Context: an optimization exercise on an open-source flow, tuned for small area and few clock cycles per item. The choices shown serve that exercise and are no tape-out recipe. RTL that was checked went through simulation tests only; none was proved equivalent to the original. The RTL of run 1 was laid out without a check of its function.

## flow/design.v (module list and top-level ports; edited modules follow where they fit)
// module hysl_add: 85 lines
// module hysl_front: 1283 lines
// module hysl_back: 1019 lines
// module heading_yaw_slew_limiter: 91 lines
module heading_yaw_slew_limiter (
    input  logic                               clk,
    input  logic                               rst_n,
    input  logic                               cfg_we,
    input  logic [hysl_pkg::CFG_IDX_W-1:0]     cfg_index,
    input  logic [hysl_pkg::CFG_DATA_W-1:0]    cfg_data,
    input  logic                               point_valid,
    output logic                               point_ready,
    input  logic signed [31:0]                 point_pos_x,
    input  logic signed [31:0]                 point_pos_y,
    input  logic signed [15:0]                 point_vel_x,
    input  logic signed [15:0]                 point_vel_y,
    output logic                               cmd_valid,
    input  logic                               cmd_ready,
    output logic signed [31:0]                 cmd_x,
    output logic signed [31:0]                 cmd_y,
    output logic        [30:0]                 cmd_z,
    output logic signed [15:0]                 cmd_yaw,
    output logic signed [15:0]                 cmd_yaw_rate
);
  // ...
==> flow/flow/run.sh <==
#!/bin/bash
# Own layout flow: the standard synthesis, then three netlist passes on the
# logic between the registers (registers stay exactly as synthesized: same
# instances, names and cell types), then the standard layout:
#  1. invpush.py: a full adder is self-dual, so a full-adder cell may take its
#     inputs and give its outputs in the other polarity when that cancels
#     inverters; a gate whose only load is an inverter becomes its complement.
#  2. ABC (remap.abc: the standard flow's area script with more restructuring)
#     re-maps all the logic except the
#     registers and the full adders of the carry-save trees that feed only the
#     slow flag or the rate (keepcsa.py marks them); the CORDIC adders come out
#     of it faster than as half/full-adder cells.
#  3. invpush.py again.
# Every port is buffered as the standard flow does, with the buffer cell named
# in port_buffer. Each step's output goes to a log file of its own here.
set -euo pipefail
WORK=$(pwd)
FLOW_DIR=$WORK/flow
RES=$WORK/orfs/results/$FLOW_PLATFORM/heading_yaw_slew_limiter/base
LIB=$FLOW_HOME/platforms/$FLOW_PLATFORM/lib/sky130_fd_sc_hd__tt_025C_1v80.lib
YOSYS=$FLOW_HOME/../tools/install/yosys/bin/yosys
[[ -x $YOSYS ]] || YOSYS=$(command -v yosys)

bash standard.sh synth > $WORK/flow_1_synth.log 2>&1
cp $RES/1_2_yosys.v $WORK/standard_netlist.v

python3 $FLOW_DIR/invpush.py $WORK/standard_netlist.v $WORK/pass1_netlist.v $LIB > $WORK/flow_2_invpush.log 2>&1
python3 $FLOW_DIR/keepcsa.py $WORK/pass1_netlist.v $WORK/pass1_marked.v $WORK/keep_stub.v > $WORK/flow_3_keepcsa.log 2>&1

SEQ=$(grep -oE 'cell *\("?sky130_fd_sc_hd__[a-z0-9_]*' $LIB | sed 's/cell *("*//' \
      | grep -E '__(df|dl|edf|sdf|sed|sdl|lpflow|einv|ebuf|conb|tap|fill|decap|diode|probe|clkdly|dlygate)' \
      | sort -u | tr '\n' ' ')
DONT=$(grep -oE 'cell *\("?sky130_fd_sc_hd__[a-z0-9_]*' $LIB | sed 's/cell *("*//' \
      | grep -E '__(lpflow|probe)' | sort -u | sed 's/^/-dont_use /' | tr '\n' ' ')
$YOSYS -l $WORK/flow_4_abc.log -p "
read_liberty -ignore_miss_func $LIB;
blackbox $SEQ;
read_verilog -lib $WORK/keep_stub.v;
read_verilog $WORK/pass1_marked.v;
hierarchy -top $FLOW_TOP;
flatten;
opt_clean;
abc -liberty $LIB $DONT -script $FLOW_DIR/remap.abc;
splitnets;
opt_clean -purge;
hilomap -singleton -hicell sky130_fd_sc_hd__conb_1 HI -locell sky130_fd_sc_hd__conb_1 LO;
insbuf -buf sky130_fd_sc_hd__buf_4 A X;
write_verilog -noexpr -noattr -nohex -nodec $WORK/pass2_marked.v;
tee -o $WORK/pass2_stat.txt stat -liberty $LIB
" > /dev/null
sed 's/hyslkeep_//' $WORK/pass2_marked.v > $WORK/pass2_netlist.v

python3 $FLOW_DIR/invpush.py $WORK/pass2_netlist.v $WORK/pass3_netlist.v $LIB > $WORK/flow_5_invpush.log 2>&1
cp $WORK/pass3_netlist.v $RES/1_2_yosys.v
touch $RES/1_2_yosys.v

export BUFFER_PORTS_ARGS="-buffer_cell $(cat $FLOW_DIR/port_buffer)"
bash standard.sh > $WORK/flow_6_layout.log 2>&1
==> flow/flow/invpush.py <==
#!/usr/bin/env python3
"""Cancels inverters around the full adders of a mapped sky130 netlist.

A full adder is self-dual: fa(~a, ~b, ~c) = (~sum, ~cout). For each fa cell
the pass weighs flipping it (taking its inputs from the other polarity and
giving its outputs the other polarity) and flips it when that removes more
inverters than it adds. Registers and every other cell are left as they are.
usage: invpush.py in.v out.v [liberty]
With the liberty, a gate whose only load is an inverter becomes its
complement gate when that is smaller."""
import re, sys, collections

src, dst = sys.argv[1], sys.argv[2]
txt = open(src).read()
mod = re.search(r'^module\s+(\w+)\s*\((.*?)\);', txt, re.S | re.M)
ports = set(p.strip() for p in mod.group(2).split(','))
inst_re = re.compile(r'^(\s*)(sky130_fd_sc_hd__\w+)\s+(\S+)\s*\((.*?)\);\n', re.S | re.M)
conn_re = re.compile(r'\.(\w+)\(\s*([^()]*?)\s*\)')
OUTS = {'X', 'Y', 'Q', 'Q_N', 'SUM', 'COUT', 'HI', 'LO'}

cells = {}      # name -> [type, {pin: net}]
order = []
first = None
for m in inst_re.finditer(txt):
    if first is None:
        first = m.start()
    cells[m.group(3)] = [m.group(2), dict(conn_re.findall(m.group(4)))]
    order.append(m.group(3))
last = max(m.end() for m in inst_re.finditer(txt))
head, tail = txt[:first], txt[last:]

def base(net):
    n = net.strip()
    if n.startswith('\\'):
        n = n.split()[0][1:]
    return re.sub(r'\[\d+\]$', '', n)

def is_port(net):
    return base(net) in ports or base(net).lstrip('\\') in ports

def is_inv(t):
    return re.match(r'sky130_fd_sc_hd__(inv|clkinv)_\d+$', t) is not None

driver = {}
loads = collections.defaultdict(set)   # net -> {(cell, pin)}
def index():
    driver.clear(); loads.clear()
    for n, (t, c) in cells.items():
        for p, net in c.items():
            if p in OUTS:
                driver[net] = n
            else:
                loads[net].add((n, p))
index()

# a name prefix that no net or cell of the netlist uses yet
run = 0
while f'_invpush{run}_' in txt:
    run += 1
PFX = f'_invpush{run}_'
newnet_id = [0]
def newnet():
    newnet_id[0] += 1
    return f'{PFX}{newnet_id[0]}_'
added_nets = []
inv_id = [0]

def inv_of(net):
    """an existing inverter whose input is net, if any"""
    for (c, p) in loads.get(net, ()):
        if is_inv(cells[c][0]) and p == 'A':
            return c
    return None

def flip_gain(f):
    t, c = cells[f]
    gain = 0
    for p in ('A', 'B', 'CIN'):
        n = c[p]
        d = driver.get(n)
        if d and is_inv(cells[d][0]):
            if len(loads[n]) == 1:
                gain += 1                      # the input inverter goes
        elif inv_of(n) is None:
            gain -= 1                          # an inverter must be added
    for p in ('SUM', 'COUT'):
        o = c[p]
        if is_port(o):
            return -99
        invl = [x for x in loads[o] if is_inv(cells[x[0]][0]) and not is_port(cells[x[0]][1]['Y'])]
        gain += len(invl)
        if len(loads[o]) > len(invl):
            gain -= 1
    return gain

def add_inv(a, y):
    inv_id[0] += 1
    name = f'{PFX}inv_{inv_id[0]}_'
    cells[name] = ['sky130_fd_sc_hd__inv_1', {'A': a, 'Y': y}]
    order.append(name)
    driver[y] = name
    loads[a].add((name, 'A'))
    return name

def replace_net(old, new):
    for (c, p) in list(loads[old]):
        cells[c][1][p] = new
        loads[new].add((c, p))
    loads[old] = set()

def delete(c):
    t, conns = cells.pop(c)
    for p, n in conns.items():
        if p in OUTS:
            driver.pop(n, None)
        else:
            loads[n].discard((c, p))
    order.remove(c)

def flip(f):
    t, c = cells[f]
    for p in ('A', 'B', 'CIN'):
        n = c[p]
        d = driver.get(n)
        loads[n].discard((f, p))
        if d and is_inv(cells[d][0]):
            src_net = cells[d][1]['A']
            c[p] = src_net
            loads[src_net].add((f, p))
            if not loads[n]:
                delete(d)
        else:
            i = inv_of(n)
            if i is None:
                y = newnet(); added_nets.append(y)
                add_inv(n, y)
            else:
                y = cells[i][1]['Y']
            c[p] = y
            loads[y].add((f, p))
    for p in ('SUM', 'COUT'):
        o = c[p]
        o2 = newnet(); added_nets.append(o2)
        c[p] = o2
        driver[o2] = f
        driver.pop(o, None)
        for (x, xp) in list(loads[o]):
            if is_inv(cells[x][0]) and not is_port(cells[x][1]['Y']):
                y = cells[x][1]['Y']
                delete(x)
                replace_net(y, o2)
        if loads[o]:
            add_inv(o2, o)

AREA = {}
lib = sys.argv[3] if len(sys.argv) > 3 else None
if lib:
    ltxt = open(lib).read()
    for m in re.finditer(r'cell\s*\(\s*"?(sky130_fd_sc_hd__\w+)"?\s*\)\s*\{.*?area\s*:\s*([0-9.]+)', ltxt, re.S):
        AREA[m.group(1)] = float(m.group(2))
PAIRS = {}
for a, b in [('xor2', 'xnor2'), ('xor3', 'xnor3'), ('and2', 'nand2'), ('or2', 'nor2'),
             ('and3', 'nand3'), ('or3', 'nor3'), ('and4', 'nand4'), ('or4', 'nor4'),
             ('a21o', 'a21oi'), ('o21a', 'o21ai'), ('a22o', 'a22oi'), ('o22a', 'o22ai'),
             ('a211o', 'a211oi'), ('o211a', 'o211ai'), ('a31o', 'a31oi'), ('o31a', 'o31ai'),
             ('a32o', 'a32oi'), ('o32a', 'o32ai'), ('a2bb2o', 'a2bb2oi'), ('o2bb2a', 'o2bb2ai'),
             ('a221o', 'a221oi'), ('o221a', 'o221ai'), ('a311o', 'a311oi'), ('o311a', 'o311ai'),
             ('a2111o', 'a2111oi'), ('o2111a', 'o2111ai'), ('mux2', 'mux2i'), ('a41o', 'a41oi'),
             ('o41a', 'o41ai'), ('a21bo', 'a21boi'), ('o21ba', 'o21bai')]:
    PAIRS[a] = (b, 'X', 'Y')
    PAIRS[b] = (a, 'Y', 'X')

def merge_pass():
    """a gate whose only load is an inverter becomes its complement gate"""
    n_merged = 0
    for g in list(order):
        if g not in cells:
            continue
        t, c = cells[g]
        m = re.match(r'sky130_fd_sc_hd__(\w+?)_(\d+)$', t)
        if not m or m.group(1) not in PAIRS:
            continue
        comp, outp, newp = PAIRS[m.group(1)]
        if outp not in c:
            continue
        o = c[outp]
        if is_port(o) or len(loads[o]) != 1:
            continue
        (x, xp), = loads[o]
        if not is_inv(cells[x][0]) or is_port(cells[x][1]['Y']):
            continue
        nt = f'sky130_fd_sc_hd__{comp}_1'
        if nt not in AREA:
            continue
        if AREA[nt] > AREA.get(t, 0) + AREA.get(cells[x][0], 0) - 0.01:
            continue
        y = cells[x][1]['Y']
        delete(x)
        del c[outp]
        c[newp] = y
        cells[g][0] = nt
        driver[y] = g
        n_merged += 1
    return n_merged

before = sum(1 for n in cells if is_inv(cells[n][0]))
changed = True
rounds = 0
while changed and rounds < 20:
    changed = False
    rounds += 1
    for f in [n for n in order if re.match(r'sky130_fd_sc_hd__fa_\d+$', cells[n][0])]:
        if f in cells and flip_gain(f) > 0:
            flip(f)
            changed = True
merged = merge_pass() if AREA else 0
after = sum(1 for n in cells if is_inv(cells[n][0]))

out = [head]
decl = ''.join(f'  wire {n};\n' for n in added_nets)
out[0] = head + decl
for n in order:
    t, c = cells[n]
    body = ',\n'.join(f'    .{p}({net}' + (' )' if net.startswith('\\') else ')') for p, net in c.items())
    out.append(f'  {t} {n} (\n{body}\n  );\n')
out.append(tail)
open(dst, 'w').write(''.join(out))
print(f'inverters {before} -> {after} in {rounds} rounds, {merged} gates merged with their inverter')
==> flow/flow/keepcsa.py <==
#!/usr/bin/env python3
"""Marks the full-adder cells of the carry-save trees that feed only the slow
flag or the rate (the squares and the rate product), so that a re-mapping of
the logic keeps them: their type gets the prefix hyslkeep_ (removed after).
usage: keepcsa.py in.v out.v stub.v"""
import re, sys, collections
src, dst, stub = sys.argv[1:4]
txt = open(src).read()
inst_re = re.compile(r'^(\s*)(sky130_fd_sc_hd__\w+)\s+(\S+)\s*\((.*?)\);', re.S | re.M)
conn_re = re.compile(r'\.(\w+)\(\s*([^()]*?)\s*\)')
OUTS = {'X', 'Y', 'Q', 'Q_N', 'SUM', 'COUT', 'HI', 'LO'}
SEQ = re.compile(r'sky130_fd_sc_hd__(df|edf|sdf|dl)')
cells = []
loads = collections.defaultdict(list)
for m in inst_re.finditer(txt):
    c = dict(conn_re.findall(m.group(4)))
    cells.append((m, c))
    for p, n in c.items():
        if p not in OUTS:
            loads[n].append(len(cells) - 1)
def klass(name):
    if 'sl_r' in name:
        return 1
    if 'held_rate' in name:
        return 2
    return 4
memo = {}
def reach(net, depth=0):
    if net in memo:
        return memo[net]
    memo[net] = 0
    r = 0
    if re.match(r'\\?cmd_yaw_rate', net.strip()):
        r |= 2
    elif re.match(r'\\?(cmd_|point_ready)', net.strip()):
        r |= 4
    for ci in loads.get(net, ()):
        m, c = cells[ci]
        if SEQ.match(m.group(2)):
            r |= klass(m.group(3))
        else:
            for p, n in c.items():
                if p in OUTS:
                    r |= reach(n, depth + 1)
    memo[net] = r
    return r
sys.setrecursionlimit(100000)
kept = []
types = set()
nfa = 0
for m, c in cells:
    if re.match(r'sky130_fd_sc_hd__fa_\d+$', m.group(2)):
        nfa += 1
        r = reach(c['SUM']) | reach(c['COUT'])
        if r and not (r & 4):
            kept.append(m.start(2))
            types.add(m.group(2))
out, last = [], 0
for pos in sorted(kept):
    out.append(txt[last:pos]); out.append('hyslkeep_'); last = pos
out.append(txt[last:])
open(dst, 'w').write(''.join(out))
with open(stub, 'w') as f:
    for t in sorted(types):
        f.write(f"module hyslkeep_{t}(A, B, CIN, COUT, SUM);\n  input A, B, CIN;\n  output COUT, SUM;\nendmodule\n")
print(f"kept {len(kept)} of {nfa} full adders")
==> flow/flow/port_buffer <==
sky130_fd_sc_hd__buf_1
==> flow/flow/remap.abc <==
strash
dc2
dch -f
map -B 0.9
topo
stime -c
buffer -c
upsize -c
dnsize -c
==> flow/standard.sh <==
#!/bin/bash
# synth_recipe.tcl (not shown) runs the flow's synth.tcl, then flattens the netlist and writes it again
# the make line also repeats each setting of config.mk as NAME=value (left out here)
make -C /OpenROAD-flow-scripts/flow DESIGN_CONFIG=/design/flow/config.mk WORK_HOME=/design/flow/orfs CLKGATE_MAP_FILE= SYNTH_SCRIPT=/design/flow/synth_recipe.tcl "${@:-finish}"
==> flow/config.mk <==
export PLATFORM = sky130hd
export DESIGN_NAME = heading_yaw_slew_limiter
export DESIGN_NICKNAME = heading_yaw_slew_limiter
export VERILOG_FILES = /design/flow/design.v
export SDC_FILE = /design/flow/constraint.sdc
export NUM_CORES = 4
export LEC_CHECK = 0
export ABC_AREA = 1
export CAP_MARGIN = 10
export CORE_MARGIN = 2
export CORE_UTILIZATION = 55
export SLEW_MARGIN = 10
==> flow/constraint.sdc <==
create_clock -name core_clock -period 14.0 [get_ports {clk}]
set_input_delay 2.8000 -clock core_clock [delete_from_list [all_inputs] [get_ports {clk}]]
set_output_delay 2.8000 -clock core_clock [all_outputs]
set_load 0.01 [all_outputs]
==> results.txt, run 1 <==
status -> no timing/DRC/antenna violations
CTS tree -> built
Setup TNS -> 0 ps
synthesized instance count -> 7072
post-DP HPWL -> 118300 um
inverter count -> 784
total number of vias -> 46.76k
reg2reg path depth -> 104
reg2reg end -> u_front.aim_rz[15]
GR Util met2 -> 49.17%
Tap Count -> 1276
non-clock buffer area fraction after layout -> 6.248%
max_cap viols -> 0
Max H-tree Level -> 2
Pins Over Slew Limit -> 0
top sig layer -> met4
kind of critical path -> reg -> reg
hold buffer count at cts -> 0
most used cell along the critical path -> nand2_4
DRT Wirelength -> 151200 um
top cell category -> multi-input gates
largest net degree at the start of global routing -> 173
Placed Cells -> 8564
#MultiIn Comb -> 5668
first-pass GRT wire length -> 228700 um
Final WS setup -> 473.0 ps
CP required -> 14410 ps
==> run 2: changes to the inputs <==
--- a/flow/design.v
+++ b/flow/design.v
@@ -592,31 +592,32 @@
     logic [23:0] xs_2;
     logic [23:0] u_2;
     logic d3;
     logic [24:0] us_3;
     logic [24:0] cx_3;
     logic c_3;
     logic [22:0] xs_3;
     logic [22:0] u_3;
-    logic [24:0] cx_r3;
-    logic d02_r3;
-    logic d03_r3;
-    logic [31:0] px_r3;
-    logic [31:0] py_r3;
-    logic sl_r3;
-    logic [22:0] u_r3;
-    logic vl_r3;
-    logic [1:0] zc_r3;
     logic d4;
     logic [24:0] us_4;
     logic [24:0] cx_4;
     logic c_4;
     logic [21:0] xs_4;
     logic [21:0] u_4;
+    logic [24:0] cx_r4;
+    logic d02_r4;
+    logic d03_r4;
+    logic d04_r4;
+    logic [31:0] px_r4;
+    logic [31:0] py_r4;
+    logic sl_r4;
+    logic [21:0] u_r4;
+    logic vl_r4;
+    logic [1:0] zc_r4;
     logic d5;
     logic [24:0] us_5;
     logic [24:0] cx_5;
     logic c_5;
     logic [21:0] xs_5;
     logic [21:0] u_5;
     logic d6;
     logic [24:0] us_6;
@@ -631,36 +632,37 @@
     logic [19:0] xs_7;
     logic [19:0] u_7;
     logic d8;
     logic [24:0] us_8;
     logic [24:0] cx_8;
     logic c_8;
     logic [18:0] xs_8;
     logic [18:0] u_8;
-    logic [24:0] cx_r8;
-    logic d02_r8;
-    logic d03_r8;
-    logic d04_r8;
-    logic d05_r8;
-    logic d06_r8;
-    logic d07_r8;
-    logic d08_r8;
-    logic [31:0] px_r8;
-    logic [31:0] py_r8;
-    logic sl_r8;
-    logic [18:0] u_r8;
-    logic vl_r8;
-    logic [1:0] zc_r8;
     logic d9;
     logic [24:0] us_9;
     logic [24:0] cx_9;
     logic c_9;
     logic [17:0] xs_9;
     logic [17:0] u_9;
+    logic [24:0] cx_r9;
+    logic d02_r9;
+    logic d03_r9;
+    logic d04_r9;
+    logic d05_r9;
+    logic d06_r9;
+    logic d07_r9;
+    logic d08_r9;
+    logic d09_r9;
+    logic [31:0] px_r9;
+    logic [31:0] py_r9;
+    logic sl_r9;
+    logic [17:0] u_r9;
+    logic vl_r9;
+    logic [1:0] zc_r9;
     logic d10;
     logic [24:0] us_10;
     logic [24:0] cx_10;
     logic c_10;
     logic [16:0] xs_10;
     logic [16:0] u_10;
     logic d11;
     logic [24:0] us_11;
@@ -1179,28 +1181,28 @@
     assign xs_2 = cx_1[24:1];
     hysl_add #(24, 1) u_u_2 (.a(u_1[23:0]), .b(xs_2 ^ {24{d2}}), .ci(d2), .y(u_2));
     assign d3 = !u_2[23];
     assign us_3 = {{3{u_2[23]}}, u_2[23:2]};
     assign c_3 = &u_2[1:0];
     hysl_add #(25, 1) u_cx_3 (.a(cx_2), .b(us_3 ^ {25{!d3}}), .ci(!(d3 ^ c_3)), .y(cx_3));
     assign xs_3 = cx_2[24:2];
     hysl_add #(23, 1) u_u_3 (.a(u_2[22:0]), .b(xs_3 ^ {23{d3}}), .ci(d3), .y(u_3));
-    assign d4 = !u_r3[22];
-    assign us_4 = {{5{u_r3[22]}}, u_r3[22:3]};
-    assign c_4 = &u_r3[2:0];
-    hysl_add #(25, 1) u_cx_4 (.a(cx_r3), .b(us_4 ^ {25{!d4}}), .ci(!(d4 ^ c_4)), .y(cx_4));
-    assign xs_4 = cx_r3[24:3];
-    hysl_add #(22, 1) u_u_4 (.a(u_r3[21:0]), .b(xs_4 ^ {22{d4}}), .ci(d4), .y(u_4));
-    assign d5 = !u_4[21];
-    assign us_5 = {{7{u_4[21]}}, u_4[21:4]};
-    assign c_5 = &u_4[3:0];
-    hysl_add #(25, 1) u_cx_5 (.a(cx_4), .b(us_5 ^ {25{!d5}}), .ci(!(d5 ^ c_5)), .y(cx_5));
-    assign xs_5 = {1'd0, cx_4[24:4]};
-    hysl_add #(22, 1) u_u_5 (.a(u_4[21:0]), .b(xs_5 ^ {22{d5}}), .ci(d5), .y(u_5));
+    assign d4 = !u_3[22];
+    assign us_4 = {{5{u_3[22]}}, u_3[22:3]};
+    assign c_4 = &u_3[2:0];
+    hysl_add #(25, 1) u_cx_4 (.a(cx_3), .b(us_4 ^ {25{!d4}}), .ci(!(d4 ^ c_4)), .y(cx_4));
+    assign xs_4 = cx_3[24:3];
+    hysl_add #(22, 1) u_u_4 (.a(u_3[21:0]), .b(xs_4 ^ {22{d4}}), .ci(d4), .y(u_4));
+    assign d5 = !u_r4[21];
+    assign us_5 = {{7{u_r4[21]}}, u_r4[21:4]};
+    assign c_5 = &u_r4[3:0];
+    hysl_add #(25, 1) u_cx_5 (.a(cx_r4), .b(us_5 ^ {25{!d5}}), .ci(!(d5 ^ c_5)), .y(cx_5));
+    assign xs_5 = {1'd0, cx_r4[24:4]};
+    hysl_add #(22, 1) u_u_5 (.a(u_r4[21:0]), .b(xs_5 ^ {22{d5}}), .ci(d5), .y(u_5));
     assign d6 = !u_5[21];
     assign us_6 = {{8{u_5[21]}}, u_5[21:5]};
     assign c_6 = &u_5[4:0];
     hysl_add #(25, 1) u_cx_6 (.a(cx_5), .b(us_6 ^ {25{!d6}}), .ci(!(d6 ^ c_6)), .y(cx_6));
     assign xs_6 = {1'd0, cx_5[24:5]};
     hysl_add #(21, 1) u_u_6 (.a(u_5[20:0]), .b(xs_6 ^ {21{d6}}), .ci(d6), .y(u_6));
     assign d7 = !u_6[20];
     assign us_7 = {{10{u_6[20]}}, u_6[20:6]};
@@ -1209,28 +1211,28 @@
     assign xs_7 = {1'd0, cx_6[24:6]};
     hysl_add #(20, 1) u_u_7 (.a(u_6[19:0]), .b(xs_7 ^ {20{d7}}), .ci(d7), .y(u_7));
     assign d8 = !u_7[19];
     assign us_8 = {{12{u_7[19]}}, u_7[19:7]};
     assign c_8 = &u_7[6:0];
     hysl_add #(25, 1) u_cx_8 (.a(cx_7), .b(us_8 ^ {25{!d8}}), .ci(!(d8 ^ c_8)), .y(cx_8));
     assign xs_8 = {1'd0, cx_7[24:7]};
     hysl_add #(19, 1) u_u_8 (.a(u_7[18:0]), .b(xs_8 ^ {19{d8}}), .ci(d8), .y(u_8));
-    assign d9 = !u_r8[18];
-    assign us_9 = {{14{u_r8[18]}}, u_r8[18:8]};
-    assign c_9 = &u_r8[7:0];
-    hysl_add #(25, 1) u_cx_9 (.a(cx_r8), .b(us_9 ^ {25{!d9}}), .ci(!(d9 ^ c_9)), .y(cx_9));
-    assign xs_9 = {1'd0, cx_r8[24:8]};
-    hysl_add #(18, 1) u_u_9 (.a(u_r8[17:0]), .b(xs_9 ^ {18{d9}}), .ci(d9), .y(u_9));
-    assign d10 = !u_9[17];
-    assign us_10 = {{16{u_9[17]}}, u_9[17:9]};
-    assign c_10 = &u_9[8:0];
-    hysl_add #(25, 1) u_cx_10 (.a(cx_9), .b(us_10 ^ {25{!d10}}), .ci(!(d10 ^ c_10)), .y(cx_10));
-    assign xs_10 = {1'd0, cx_9[24:9]};
-    hysl_add #(17, 1) u_u_10 (.a(u_9[16:0]), .b(xs_10 ^ {17{d10}}), .ci(d10), .y(u_10));
+    assign d9 = !u_8[18];
+    assign us_9 = {{14{u_8[18]}}, u_8[18:8]};
+    assign c_9 = &u_8[7:0];
+    hysl_add #(25, 1) u_cx_9 (.a(cx_8), .b(us_9 ^ {25{!d9}}), .ci(!(d9 ^ c_9)), .y(cx_9));
+    assign xs_9 = {1'd0, cx_8[24:8]};
+    hysl_add #(18, 1) u_u_9 (.a(u_8[17:0]), .b(xs_9 ^ {18{d9}}), .ci(d9), .y(u_9));
+    assign d10 = !u_r9[17];
+    assign us_10 = {{16{u_r9[17]}}, u_r9[17:9]};
+    assign c_10 = &u_r9[8:0];
+    hysl_add #(25, 1) u_cx_10 (.a(cx_r9), .b(us_10 ^ {25{!d10}}), .ci(!(d10 ^ c_10)), .y(cx_10));
+    assign xs_10 = {1'd0, cx_r9[24:9]};
+    hysl_add #(17, 1) u_u_10 (.a(u_r9[16:0]), .b(xs_10 ^ {17{d10}}), .ci(d10), .y(u_10));
     assign d11 = !u_10[16];
     assign us_11 = {{18{u_10[16]}}, u_10[16:10]};
     assign c_11 = &u_10[9:0];
     hysl_add #(25, 1) u_cx_11 (.a(cx_10), .b(us_11 ^ {25{!d11}}), .ci(!(d11 ^ c_11)), .y(cx_11));
     assign xs_11 = {1'd0, cx_10[24:10]};
     hysl_add #(16, 1) u_u_11 (.a(u_10[15:0]), .b(xs_11 ^ {16{d11}}), .ci(d11), .y(u_11));
     assign d12 = !u_11[15];
     assign us_12 = {{20{u_11[15]}}, u_11[15:11]};
@@ -1245,17 +1247,17 @@
     assign xs_13 = {1'd0, cx_12[24:12]};
     hysl_add #(14, 1) u_u_13 (.a(u_12[13:0]), .b(xs_13 ^ {14{d13}}), .ci(d13), .y(u_13));
     assign d14 = !u_13[13];
     assign xs_14 = {1'd0, cx_13[24:13]};
     hysl_add #(13, 1) u_u_14 (.a(u_13[12:0]), .b(xs_14 ^ {13{d14}}), .ci(d14), .y(u_14));
     assign d15 = !u_14[12];
     always_comb
     begin
-        unique case ({zc_r8, d02_r8, d03_r8, d04_r8, d05_r8})
+        unique case ({zc_r9, d02_r9, d03_r9, d04_r9, d05_r9})
             6'd0: e_tab = 16'hfa7b;
             6'd1: e_tab = 16'hfe79;
             6'd2: e_tab = 16'h0271;
             6'd3: e_tab = 16'h066f;
             6'd4: e_tab = 16'h0a29;
             6'd5: e_tab = 16'h0e27;
             6'd6: e_tab = 16'h121f;
             6'd7: e_tab = 16'h161d;
@@ -1313,70 +1315,72 @@
             6'd59: e_tab = 16'hbf93;
             6'd60: e_tab = 16'hc34d;
             6'd61: e_tab = 16'hc74b;
             6'd62: e_tab = 16'hcb43;
             6'd63: e_tab = 16'hcf41;
             default: e_tab = 16'h0000;
         endcase
     end
-    hysl_add #(16) u_e9 (.a(e_tab), .b({6'd0, d06_r8, d07_r8, d08_r8, d9, 6'd0}), .ci(1'b0), .y(e9));
+    hysl_add #(16) u_e9 (.a(e_tab), .b({6'd0, d06_r9, d07_r9, d08_r9, d09_r9, 6'd0}), .ci(1'b0), .y(e9));
     assign e9m = e9 - 16'd51472;
     assign e9p = e9 + 16'd51472;
     assign dhi = 17'sd25737 - {e9[15], e9};
     assign dlo = -17'sd25736 - {e9[15], e9};
     assign g = {1'b0, d10, d11, d12, d13, d14, 1'b0} + {5'd0, d15, 1'b0};
     assign z_hi = $signed(dhi) <= 17'sd0 || ($signed(dhi) <= 17'sd64 && g >= dhi[6:0]);
     assign z_lo = $signed(dlo) >= 17'sd64 || ($signed(dlo) >= 17'sd0 && g <= dlo[6:0]);
     assign zbase = z_hi ? e9m : (z_lo ? e9p : e9);
     hysl_add #(16) u_z (.a(zbase), .b({9'd0, g}), .ci(1'b0), .y(aim_0));
     always_ff @(posedge clk or negedge rst_n)
     begin
         if (!rst_n)
         begin
-            vl_r3 <= 1'b0;
-            vl_r8 <= 1'b0;
+            vl_r4 <= 1'b0;
+            vl_r9 <= 1'b0;
             vl_rz <= 1'b0;
         end
         else if (en)
         begin
-            vl_r3 <= point_valid;
-            vl_r8 <= vl_r3;
-            vl_rz <= vl_r8;
+            vl_r4 <= point_valid;
+            vl_r9 <= vl_r4;
+            vl_rz <= vl_r9;
         end
     end
     always_ff @(posedge clk)
     begin
         if (en)
         begin
-            cx_r3 <= cx_3;
-            d02_r3 <= d2;
-            d03_r3 <= d3;
-            px_r3 <= point_pos_x;
-            py_r3 <= point_pos_y;
-            sl_r3 <= slow_0;
-            u_r3 <= u_3;
-            zc_r3 <= zc;
-            cx_r8 <= cx_8;
-            d02_r8 <= d02_r3;
-            d03_r8 <= d03_r3;
-            d04_r8 <= d4;
-            d05_r8 <= d5;
-            d06_r8 <= d6;
-            d07_r8 <= d7;
-            d08_r8 <= d8;
-            px_r8 <= px_r3;
-            py_r8 <= py_r3;
-            sl_r8 <= sl_r3;
-            u_r8 <= u_8;
-            zc_r8 <= zc_r3;
+            cx_r4 <= cx_4;
+            d02_r4 <= d2;
+            d03_r4 <= d3;
+            d04_r4 <= d4;
+            px_r4 <= point_pos_x;
+            py_r4 <= point_pos_y;
+            sl_r4 <= slow_0;
+            u_r4 <= u_4;
+            zc_r4 <= zc;
+            cx_r9 <= cx_9;
+            d02_r9 <= d02_r4;
+            d03_r9 <= d03_r4;
+            d04_r9 <= d04_r4;
+            d05_r9 <= d5;
+            d06_r9 <= d6;
+            d07_r9 <= d7;
+            d08_r9 <= d8;
+            d09_r9 <= d9;
+            px_r9 <= px_r4;
+            py_r9 <= py_r4;
+            sl_r9 <= sl_r4;
+            u_r9 <= u_9;
+            zc_r9 <= zc_r4;
             aim_rz <= aim_0;
-            px_rz <= px_r8;
-            py_rz <= py_r8;
-            sl_rz <= sl_r8;
+            px_rz <= px_r9;
+            py_rz <= py_r9;
+            sl_rz <= sl_r9;
         end
     end
     assign fr_valid = vl_rz;
     assign fr_pos_x = px_rz;
     assign fr_pos_y = py_rz;
     assign fr_slow  = sl_rz;
     assign fr_aim   = aim_rz;
 endmodule
--- a/flow/flow/run.sh
+++ b/flow/flow/run.sh
@@ -1,17 +1,16 @@
 #!/bin/bash
 # Own layout flow: the standard synthesis, then three netlist passes on the
 # logic between the registers (registers stay exactly as synthesized: same
 # instances, names and cell types), then the standard layout:
 #  1. invpush.py: a full adder is self-dual, so a full-adder cell may take its
 #     inputs and give its outputs in the other polarity when that cancels
 #     inverters; a gate whose only load is an inverter becomes its complement.
-#  2. ABC (remap.abc: the standard flow's area script with more restructuring)
-#     re-maps all the logic except the
+#  2. ABC (the standard flow's area script) re-maps all the logic except the
 #     registers and the full adders of the carry-save trees that feed only the
 #     slow flag or the rate (keepcsa.py marks them); the CORDIC adders come out
 #     of it faster than as half/full-adder cells.
 #  3. invpush.py again.
 # Every port is buffered as the standard flow does, with the buffer cell named
 # in port_buffer. Each step's output goes to a log file of its own here.
 set -euo pipefail
 WORK=$(pwd)
@@ -35,17 +34,17 @@
 $YOSYS -l $WORK/flow_4_abc.log -p "
 read_liberty -ignore_miss_func $LIB;
 blackbox $SEQ;
 read_verilog -lib $WORK/keep_stub.v;
 read_verilog $WORK/pass1_marked.v;
 hierarchy -top $FLOW_TOP;
 flatten;
 opt_clean;
-abc -liberty $LIB $DONT -script $FLOW_DIR/remap.abc;
+abc -liberty $LIB $DONT -script $FLOW_HOME/scripts/abc_area.script;
 splitnets;
 opt_clean -purge;
 hilomap -singleton -hicell sky130_fd_sc_hd__conb_1 HI -locell sky130_fd_sc_hd__conb_1 LO;
 insbuf -buf sky130_fd_sc_hd__buf_4 A X;
 write_verilog -noexpr -noattr -nohex -nodec $WORK/pass2_marked.v;
 tee -o $WORK/pass2_stat.txt stat -liberty $LIB
 " > /dev/null
 sed 's/hyslkeep_//' $WORK/pass2_marked.v > $WORK/pass2_netlist.v
removed: flow/flow/remap.abc
==> run 2 against run 1 <==
Against the previous run: synthesized area up 5.6%; clock-buffer cell count up 10; final area down 1.7%; still clean; non-clock buffer count down 240; via count up 8.8%; fmax up 2.0%; sequential cell count up 6; register-to-register slack better by 940 ps; critical path depth down 42; critical path type is now reg -> out.
==> results.txt, run 2 <==
IO Pins -> 265 (unchanged)
kind of critical path -> reg -> out (was reg -> reg)
hold slack -> 414.4 ps (was 381.4 ps)
CTS root buf -> clkbuf_16 (unchanged)
FF+latch area -> 13270 um2 (was 13090 um2)
r2r setup slk -> 1410 ps (was 470 ps)
Multi-input gate area -> 38920 um2 (was 39200 um2)
Inserted Clock Buffers -> 53 (unchanged)
Hold Path Class -> reg -> reg (unchanged)
first-pass iteration count of the detailed router -> 8 (unchanged)
non-filler cells, final -> 9604 (was 8911)
first-pass GRT wire length -> 255500 um (was 228700 um)
Hold Fails Final Rpt -> 0 (unchanged)
row cnt -> 117 (was 114)
status -> no timing/DRC/antenna violations (unchanged)
Placed Cells -> 9484 (was 8564)
Sink Count -> 470 (was 464)
Rel. slew slack -> 26.68% (was 19.67%)
most frequent cells in the layout -> nand2_1 (2219), nor2_1 (972), inv_1 (950), xor2_1 (524), nand3_1 (504) (was nand2_1 (2038), inv_1 (728), nor2_1 (592), xor2_1 (444), fa_1 (412))
Longest Clk Path Bufs -> 3 (unchanged)
Pins Over Slew Limit -> 0 (unchanged)
synthesized instance count -> 7928 (was 7072)
Max H-tree Level -> 2 (unchanged)
slowest stage delay, CP -> 550 ps (was 540 ps)
CP startpoint kind -> register (unchanged)
Fmax -> 0.07544 GHz (was 0.07393 GHz)
number of port buffers -> 264 (unchanged)
r2r startpoint -> u_front.u_r4[21] (was u_front.u_r8[18])
vias in the first global route -> 48.33k (was 42.73k)
die area -> 105800 um2 (was 100200 um2)
fraction of layout instances using a drive strength above 1 -> 8.138% (was 18.02%)
number of synthesis warnings -> 111 (unchanged)
total number of vias -> 50.86k (was 46.76k)
critical path endpoint category -> output pin (was register)
Setup TNS -> 0 ps (unchanged)
DRT iter0 DRCs -> 3460 (was 3272)
DRT Wirelength -> 160200 um (was 151200 um)
Final Cell Area -> 61430 um2 (was 62520 um2)
Die Span Y -> 325.3 um (was 316.6 um)
crit path max fanout -> 12 (was 8)
final worst path period share -> 94.68% (was 96.62%)
initial antenna violation count -> 4 (was 2)
crit path DAT -> 10460 ps (was 13930 ps)
Worst-Skew Late Latency -> 660 ps (was 670 ps)
Worst-Margin Slew -> 1097 ps (was 1205 ps)
CTS tree -> built (unchanged)
max_cap viols -> 0 (unchanged)
beginning of the critical path -> u_front.sl_rz (was u_front.u_r8[18])
post-DP HPWL -> 131800 um (was 118300 um)
final-layout fill cell count -> 9710 (was 8524)
grt ovf -> 0 (unchanged)
final setup skew -> 50.31 ps (was 75.67 ps)
Slowest-stage cell, CP -> fa_1 (was a21boi_0)
vias per cell -> 5.296 (was 5.247)
DP Area -> 59150 um2 (was 56330 um2)
die width -> 325.3 um (was 316.6 um)
pre-CTS setup slack -> 472.2 ps (was -186.6 ps)
gr usage total -> 30.01% (was 28.94%)
Detail Route Antenna Nets -> 0 (unchanged)
final net count -> 8739 (was 8137)
synth-to-layout area growth -> 8.206% (was 16.33%)
mapped cell area -> 56770 um2 (was 53740 um2)
most used cell along the critical path -> nand2_1 (was nand2_4)
Reg clk slew, reported paths -> 70 ps (was 60 ps)
largest net degree at the start of global routing -> 169 (was 173)
crit path time final -> 13260 ps (was 13530 ps)
Final WS setup -> 744.2 ps (was 473.0 ps)
Post-Syn Area per Cell -> 7.160 um2 (was 7.599 um2)
gpl congestion -> 0.9397 (was 0.9389)
DR WL/cell -> 16.68 um (was 16.96 um)
Starting Density -> 55.64% (was 55.57%)
core area -> 102000 um2 (was 96710 um2)
DRC Markers -> 0 (unchanged)
Setup violations, final -> 0 (unchanged)
CP required -> 11200 ps (was 14410 ps)
worst hold start -> u_front.px_r9[6] (was u_front.py_r3[14])
commonest non-fill, non-tap cell in the layout -> nand2_1 (unchanged)
Final Core Density -> 60.20% (was 64.64%)
==> run 2: changes by cell type in the layout (fill, tap and decap cells not counted), sizes merged, moves of 20 or more <==
cell	delta
a21oi	+38
buf	-236
inv	+226
nand2	+55
nand3	+181
nor2	+358
nor3	+20
o21ai	+71
o21bai	+27
or2	-139
xnor2	-83
xor2	+37
==> run 2: metal layers <==
layer	GRT usage [%]	routed length [um]	vias to the layer above
met2	50.72	75630	1432
met5	0	0	-
li1	-	-	25409
met4	9.279	5315	0
met3	4.006	9602	297
met1	39.99	69640	23726
==> run 2: critical path: cells and delay by family, from the launching register on <==
kind | cells | cell delay [ps]
xor gates and xnor gates | 1 | 210
adders and majority gates | 5 | 2530
buffers and inverters | 11 | 1330
DFF | 1 | 500
and+or+nand+nor | 31 | 3290
AOI/OAI and AO/OA | 14 | 1930
==> run 2: repair_timing <==
action,4_1_cts,5_1_grt
pin swaps,0,33
gates resized for setup,7,88
hold buffers,0,0
buffers inserted,1,17
endpoints found under the setup margin,14,43
==> run 2: worst paths after layout <==
kind,depth (start not counted),to
setup / recovery,62,cmd_yaw_rate[2]
hold / removal,0,u_front.px_rz[6]
setup reg to reg,90,u_front.cx_r9[22]
hold reg to reg,0,u_front.px_rz[6]
max in group asynchronous,3,u_back.held_yaw_reg[11]
min in group asynchronous,1,speed_sq_min_reg[25]
==> run 2: area by class of cell <==
cell class,count,area share [%]
diodes,3,0.01222
well taps,1368,2.787
flip-flops and latches,470,21.61
repair buffers,376,3.064
clock inverters,31,0.6335
multi-input cells,6285,63.37
inverters,1003,6.176
clock buffers,68,2.349
Testbench counts of run 2, summed over its fixed seeds: cycles 12,024, items 12,000.
==> run 3: changes to the inputs <==
--- a/flow/flow/run.sh
+++ b/flow/flow/run.sh
@@ -5,7 +5,8 @@
 #  1. invpush.py: a full adder is self-dual, so a full-adder cell may take its
 #     inputs and give its outputs in the other polarity when that cancels
 #     inverters; a gate whose only load is an inverter becomes its complement.
-#  2. ABC (the standard flow's area script) re-maps all the logic except the
+#  2. ABC (remap.abc: the standard flow's area script with more restructuring)
+#     re-maps all the logic except the
 #     registers and the full adders of the carry-save trees that feed only the
 #     slow flag or the rate (keepcsa.py marks them); the CORDIC adders come out
 #     of it faster than as half/full-adder cells.
@@ -39,7 +40,7 @@
 hierarchy -top $FLOW_TOP;
 flatten;
 opt_clean;
-abc -liberty $LIB $DONT -script $FLOW_HOME/scripts/abc_area.script;
+abc -liberty $LIB $DONT -script $FLOW_DIR/remap.abc;
 splitnets;
 opt_clean -purge;
 hilomap -singleton -hicell sky130_fd_sc_hd__conb_1 HI -locell sky130_fd_sc_hd__conb_1 LO;
==> flow/flow/remap.abc (new file) <==
strash
dc2
dch -f
map -B 0.9
topo
stime -c
buffer -c
upsize -c
dnsize -c
--- a/flow/config.mk
+++ b/flow/config.mk
@@ -8,5 +8,5 @@
 export ABC_AREA = 1
 export CAP_MARGIN = 10
 export CORE_MARGIN = 2
-export CORE_UTILIZATION = 55
+export CORE_UTILIZATION = 65
 export SLEW_MARGIN = 10
==> run 3 against run 2 <==
Against the previous run: synthesized cell count is 10% lower; register-to-register slack better by 120 ps; still clean; global-route usage increased by 4.2 points; largest cell class unchanged; highest routed layer is now met5; first-iteration DRC count is 0.66% higher.
==> results.txt, run 3 <==
mapped cell area -> 53440 um2 (was 56770 um2)
IO Pins -> 265 (unchanged)
Final WS setup -> 299.8 ps (was 744.2 ps)
CTS root buf -> clkbuf_16 (unchanged)
gr usage total -> 34.21% (was 30.01%)
first-pass GRT wire length -> 233000 um (was 255500 um)
row cnt -> 105 (was 117)
CTS tree -> built (unchanged)
crit path max fanout -> 6 (was 12)
Pins Over Slew Limit -> 0 (unchanged)
Placed Cells -> 8432 (was 9484)
vias in the first global route -> 45.52k (was 48.33k)
most frequent cells in the layout -> nand2_1 (2114), inv_1 (712), nor2_1 (631), xor2_1 (495), fa_1 (414) (was nand2_1 (2219), nor2_1 (972), inv_1 (950), xor2_1 (524), nand3_1 (504))
CP required -> 11200 ps (about the same)
first-pass iteration count of the detailed router -> 6 (was 8)
Longest Clk Path Bufs -> 3 (unchanged)
Detail Route Antenna Nets -> 0 (unchanged)
reg2reg path depth -> 99 (was 90)
CP startpoint kind -> register (unchanged)
Die Span Y -> 290.7 um (was 325.3 um)
DR WL/cell -> 17.01 um (was 16.68 um)
Max H-tree Level -> 2 (unchanged)
crit path DAT -> 10900 ps (was 10460 ps)
die width -> 290.7 um (was 325.3 um)
number of port buffers -> 264 (unchanged)
DRC Markers -> 0 (unchanged)
status -> no timing/DRC/antenna violations (unchanged)
Slowest-stage cell, CP -> fa_1 (unchanged)
commonest non-fill, non-tap cell in the layout -> nand2_1 (unchanged)
total number of vias -> 47.37k (was 50.86k)
slowest stage delay, CP -> 570 ps (was 550 ps)
final net count -> 8048 (was 8739)
crit path time final -> 13700 ps (was 13260 ps)
most used cell along the critical path -> nand2_2 (was nand2_1)
vias per cell -> 5.499 (was 5.296)
Hold Path Class -> reg -> reg (unchanged)
Sink Count -> 470 (unchanged)
Setup violations, final -> 0 (unchanged)
Starting Density -> 65.40% (was 55.64%)
Inserted Clock Buffers -> 52 (was 53)
post-DP HPWL -> 117200 um (was 131800 um)
synthesized instance count -> 7103 (was 7928)
Post-Syn Area per Cell -> 7.524 um2 (was 7.160 um2)
synth-to-layout area growth -> 11.21% (was 8.206%)
hold buffer count at cts -> 0 (unchanged)
pre-CTS setup slack -> -320.6 ps (was 472.2 ps)
kind of critical path -> reg -> out (unchanged)
grt ovf -> 0 (unchanged)
Hold Crit Depth -> 0 (unchanged)
final setup skew -> 50.59 ps (was 50.31 ps)
final-layout fill cell count -> 6677 (was 9710)
die area -> 84530 um2 (was 105800 um2)
number of synthesis warnings -> 111 (unchanged)
Worst-Skew Late Latency -> 650 ps (was 660 ps)
DRT iter0 DRCs -> 3483 (was 3460)
Hold Fails Final Rpt -> 0 (unchanged)
Rel. slew slack -> 25.47% (was 26.68%)
Multi-input gate area -> 37240 um2 (was 38920 um2)
max_cap viols -> 0 (unchanged)
fraction of layout instances using a drive strength above 1 -> 13.68% (was 8.138%)
final worst path period share -> 97.86% (was 94.68%)
non-filler cells, final -> 8613 (was 9604)
DRT Wirelength -> 146500 um (was 160200 um)
Reg clk slew, reported paths -> 70 ps (about the same)
gpl congestion -> 0.9692 (was 0.9397)
Final Core Density -> 72.73% (was 60.20%)
FF+latch area -> 13270 um2 (unchanged)
Fmax -> 0.07299 GHz (was 0.07544 GHz)
critical path endpoint category -> output pin (unchanged)
initial antenna violation count -> 2 (was 4)
Worst-Margin Slew -> 1118 ps (was 1097 ps)
core area -> 81720 um2 (was 102000 um2)
largest net degree at the start of global routing -> 164 (was 169)
==> run 3: stage by stage <==
stage / setup TNS (ps) / cell area [um2] / hold WS, ps
after floorplan: 0 / 53450 / 400.3
after global placement: 0 / 56040 / 400.2
after detailed placement: -1204 / 56040 / 404.5
after CTS: 0 / 57990 / 409.7
after global routing: -5161 / 59430 / 412.8
final: 0 / 59430 / 408.9
==> run 3: path summary, 6_finish.rpt <==
path	from	to	slack, ps
min	u_front.px_r9[28]	u_front.px_rz[28]	410
min in group asynchronous	rst_n	hover_height_reg[27]	2070
max reg2reg	u_front.u_r4[21]	u_front.u_r9[17]	1530
min reg2reg	u_front.px_r9[28]	u_front.px_rz[28]	410
max	u_front.sl_rz	cmd_yaw_rate[14]	300
max in group asynchronous	rst_n	u_front.vl_rz	9930
==> run 3: layer usage <==
metal	part of all wire, %	global-route usage (%)
met2	48	58.58
met4	3.6	11.13
met1	40	44.59
met5	0.0075	0
met3	7.7	5.223
==> run 3: worst max-delay path: cells and delay by family, from the launching register on <==
family / cells / cell delay (ps)
AO/OA/AOI/OAI: 17 / 2310
XOR/XNOR: 1 / 190
adder cells (fa/ha/maj): 5 / 2480
buffers and inverters: 8 / 1000
flip-flops: 1 / 500
AND/OR/NAND/NOR: 36 / 3770
==> run 3: timing repair <==
item | CTS | global route
endpoints found under the setup margin | 18 | 73
setup buffers | 7 | 70
gates cloned | 1 | 3
gates resized for setup | 28 | 237
pin swaps | 6 | 103
==> run 3: cell type report <==
cell class / count / share of cell area [%]
inverter: 770 / 4.947
tap: 1070 / 2.253
clock buffer: 65 / 2.375
sequential: 470 / 22.33
timing repair buffer: 495 / 4.813
multi-input combinational: 5709 / 62.65
antenna: 1 / 0.004210
clock inverter: 33 / 0.6231
==> run 4: changes to the inputs <==
--- a/flow/config.mk
+++ b/flow/config.mk
@@ -8,5 +8,5 @@
 export ABC_AREA = 1
 export CAP_MARGIN = 10
 export CORE_MARGIN = 2
-export CORE_UTILIZATION = 65
+export CORE_UTILIZATION = 55
 export SLEW_MARGIN = 10
==> run 4 against run 3 <==
Against the previous run: highest routed layer is now met4; utilization down 11 points; largest cell class unchanged; non-clock buffer count fell by 11; sequential share of layout area about the same; setup slack lost 66 ps; worst hold slack worse by 0.86 ps; final area down 0.11%; final cell count rose by 2.3%; first-iteration DRC count fell by 7.7%; critical path depth shrank 2.
==> results.txt, run 4 <==
critical path's top delay family -> simple AND/OR/NAND/NOR gates (unchanged)
critical path endpoint category -> output pin (unchanged)
vias per cell -> 5.218 (was 5.499)
Die Span Y -> 315.7 um (was 290.7 um)
total number of vias -> 45.96k (was 47.37k)
Worst-Margin Slew -> 1093 ps (was 1118 ps)
Hold Path Sink -> u_front.py_rz[20] (was u_front.px_rz[28])
Final WS setup -> 233.4 ps (was 299.8 ps)
most frequent cells in the layout -> nand2_1 (2121), inv_1 (719), nor2_1 (629), xor2_1 (492), fa_1 (412) (was nand2_1 (2114), inv_1 (712), nor2_1 (631), xor2_1 (495), fa_1 (414))
max_cap viols -> 0 (unchanged)
die width -> 315.7 um (was 290.7 um)
Post-Syn Area per Cell -> 7.524 um2 (unchanged)
Setup violations, final -> 0 (unchanged)
kind of critical path -> reg -> out (unchanged)
Slowest-stage cell, CP -> fa_2 (was fa_1)
CP required -> 11200 ps (about the same)
Rel. slew slack -> 27.05% (was 25.47%)
final net count -> 8034 (was 8048)
gpl congestion -> 0.9320 (was 0.9692)
Max H-tree Level -> 2 (unchanged)
IO Pins -> 265 (unchanged)
Setup TNS -> 0 ps (unchanged)
Inserted Clock Buffers -> 53 (was 52)
largest net degree at the start of global routing -> 73 (was 164)
CTS root buf -> clkbuf_16 (unchanged)
number of synthesis warnings -> 111 (unchanged)
Reg clk slew, reported paths -> 60 ps (was 70 ps)
final worst path period share -> 98.33% (was 97.86%)
r2r startpoint -> u_front.cx_r9[11] (was u_front.u_r4[21])
GR Util met2 -> 49.75% (was 58.58%)
FF+latch area -> 13270 um2 (unchanged)
most used cell along the critical path -> nand2_2 (unchanged)
vias in the first global route -> 43.05k (was 45.52k)
DR WL/cell -> 16.72 um (was 17.01 um)
Sink Count -> 470 (unchanged)
crit path time final -> 13770 ps (was 13700 ps)
initial antenna violation count -> 2 (unchanged)
first-pass GRT wire length -> 229800 um (was 233000 um)
met1 Use GR -> 39.45% (was 44.59%)
slowest stage delay, CP -> 600 ps (was 570 ps)
post-DP HPWL -> 121000 um (was 117200 um)
final-layout fill cell count -> 8987 (was 6677)
non-filler cells, final -> 8807 (was 8613)
CTS tree -> built (unchanged)
layer with the highest usage -> met2 (unchanged)
RSZ-0062 raised after global routing -> true
worst hold start -> u_front.py_r9[20] (was u_front.px_r9[28])
r2r setup slk -> 1530 ps (about the same)
Fmax -> 0.07264 GHz (was 0.07299 GHz)
row cnt -> 114 (was 105)
Final Cell Area -> 59370 um2 (was 59430 um2)
reg2reg end -> u_front.aim_rz[14] (was u_front.u_r9[17])
synth-to-layout area growth -> 11.09% (was 11.21%)
die area -> 99680 um2 (was 84530 um2)
Starting Density -> 55.34% (was 65.40%)
WP buf/inv -> 8 (unchanged)
Hold Path Class -> reg -> reg (unchanged)
status -> no timing/DRC/antenna violations (unchanged)
Hold Crit Depth -> 0 (unchanged)
number of port buffers -> 264 (unchanged)
Multi-input gate area -> 37080 um2 (was 37240 um2)
fraction of layout instances using a drive strength above 1 -> 13.37% (was 13.68%)
DRT iter0 DRCs -> 3214 (was 3483)
Placed Cells -> 8648 (was 8432)
crit path max fanout -> 6 (unchanged)
final setup skew -> 67.43 ps (was 50.59 ps)
DRT Wirelength -> 147300 um (was 146500 um)
CP startpoint kind -> register (unchanged)
commonest non-fill, non-tap cell in the layout -> nand2_1 (unchanged)
mapped cell area -> 53440 um2 (unchanged)
gr usage total -> 29.25% (was 34.21%)
Hold Fails Final Rpt -> 0 (unchanged)
grt ovf -> 0 (unchanged)
DP Area -> 56360 um2 (was 56040 um2)
Worst-Skew Late Latency -> 670 ps (was 650 ps)
hold buffer count at cts -> 0 (unchanged)
core area -> 96570 um2 (was 81720 um2)
reg2reg path depth -> 98 (was 99)
synthesized instance count -> 7103 (unchanged)
crit path DAT -> 10970 ps (was 10900 ps)
first-pass iteration count of the detailed router -> 6 (unchanged)
DRC Markers -> 0 (unchanged)
met3 usage -> 4.165% (was 5.223%)
Detail Route Antenna Nets -> 0 (unchanged)
pre-CTS setup slack -> -224.5 ps (was -320.6 ps)
Longest Clk Path Bufs -> 3 (unchanged)
Pins Over Slew Limit -> 0 (unchanged)
[run 4: cell types whose count changed in the layout (fill, tap and decap cells not counted), moves of 4 or more]
| cell | delta |
|---|---|
| buf_4 | -5 |
| inv_1 | +7 |
| nand2_2 | -7 |
| inv_2 | -6 |
| nand2_1 | +7 |
| clkinvlp_4 | +4 |
[run 4: final cells by class]
class	count	area share (%)
multi-input combinational	5705	62.45
timing repair buffer	484	4.592
antenna	2	0.008430
tap	1276	2.689
sequential	470	22.36
clock buffer	63	2.331
inverter	770	4.936
clock inverter	37	0.6344
[run 4: repair_timing]
action	CTS	global route
cloned	0	0
pin swaps	9	88
setup endpoints to repair	19	64
setup buffers	8	49
gates resized for setup	26	210
[run 4: how the worst max path moves through the flow]
stage | start | end | slack (ps) | cells past startpoint
global placement | point_vel_y[15] | u_front.cx_r4[23] | 8 | 99
CTS | u_front.sl_rz | cmd_yaw_rate[2] | 0.7 | 67
detailed placement | point_vel_y[15] | u_front.cx_r4[23] | -220 | 98
global route | u_front.sl_rz | cmd_yaw_rate[10] | -370 | 69
finish | u_front.sl_rz | cmd_yaw_rate[11] | 230 | 65
floorplan | point_vel_y[1] | u_front.cx_r4[23] | 570 | 96
[run 4: worst register-to-register path, delay by kind of cell (launching register included)]
kind                      cells  cell delay (ps)
and+or+nand+nor              85             9540
AOI/OAI and AO/OA             6              970
xor gates and xnor gates      3              860
DFF                           1              500
buffers and inverters         4              360
[run 4: metrics by stage]
| step | hold slack [ps] | utilization [%] |
|---|---|---|
| global placement | 400.3 | 58.37 |
| detailed placement | 404.5 | 58.37 |
| global route | 413.6 | 61.47 |
| CTS | 411.4 | 60.35 |
| finish | 408.0 | 61.48 |
| floorplan | 400.3 | - |
[run 4: layer usage]
layer | vias up | share of wire, %
met5 | - | 0
met4 | 0 | 2.6
met3 | 228 | 6.2
met2 | 1236 | 47
met1 | 21462 | 44
li1 | 23029 | -

==> what the ideal ports hide <==
In the flow no input, the clock included, has a driving cell. The finished layouts below were timed again as built, in two steps.
Step 1 assumes that a clkbuf_16 drives the clock port and a buf_2 every other input.
Step 2, shift: input delay + t, output delay - t, t = (earliest + latest rising clock arrival at the registers) / 2. This alone moves slack from input paths to output paths.
Slacks: no drivers / after step 1 / after step 2; pairs: no drivers / after step 1.
run	shift t [ns]	setup WS [ns]	hold WS [ns]	latest minus earliest clock arrival (ns)	slew at the worst register clock pin (ns)
run 1	0.712	0.473 / 0.473 / 0.347	0.381 / 0.381 / 0.381	0.084 / 0.085	0.07 / 0.07
run 2	0.711	0.744 / 0.670 / 0.621	0.414 / 0.414 / 0.414	0.050 / 0.050	0.07 / 0.07
run 3	0.688	0.300 / 0.229 / -0.069	0.409 / 0.409 / 0.409	0.069 / 0.068	0.07 / 0.07
run 4	0.700	0.233 / 0.166 / 0.046	0.408 / 0.408 / 0.408	0.069 / 0.070	0.08 / 0.08
With both steps, setup timing fails in run 3, where it was met with ideal ports. The setup slack of run 3, which loses most, moves by -0.071 ns with the drivers and by -0.369 ns with both steps.
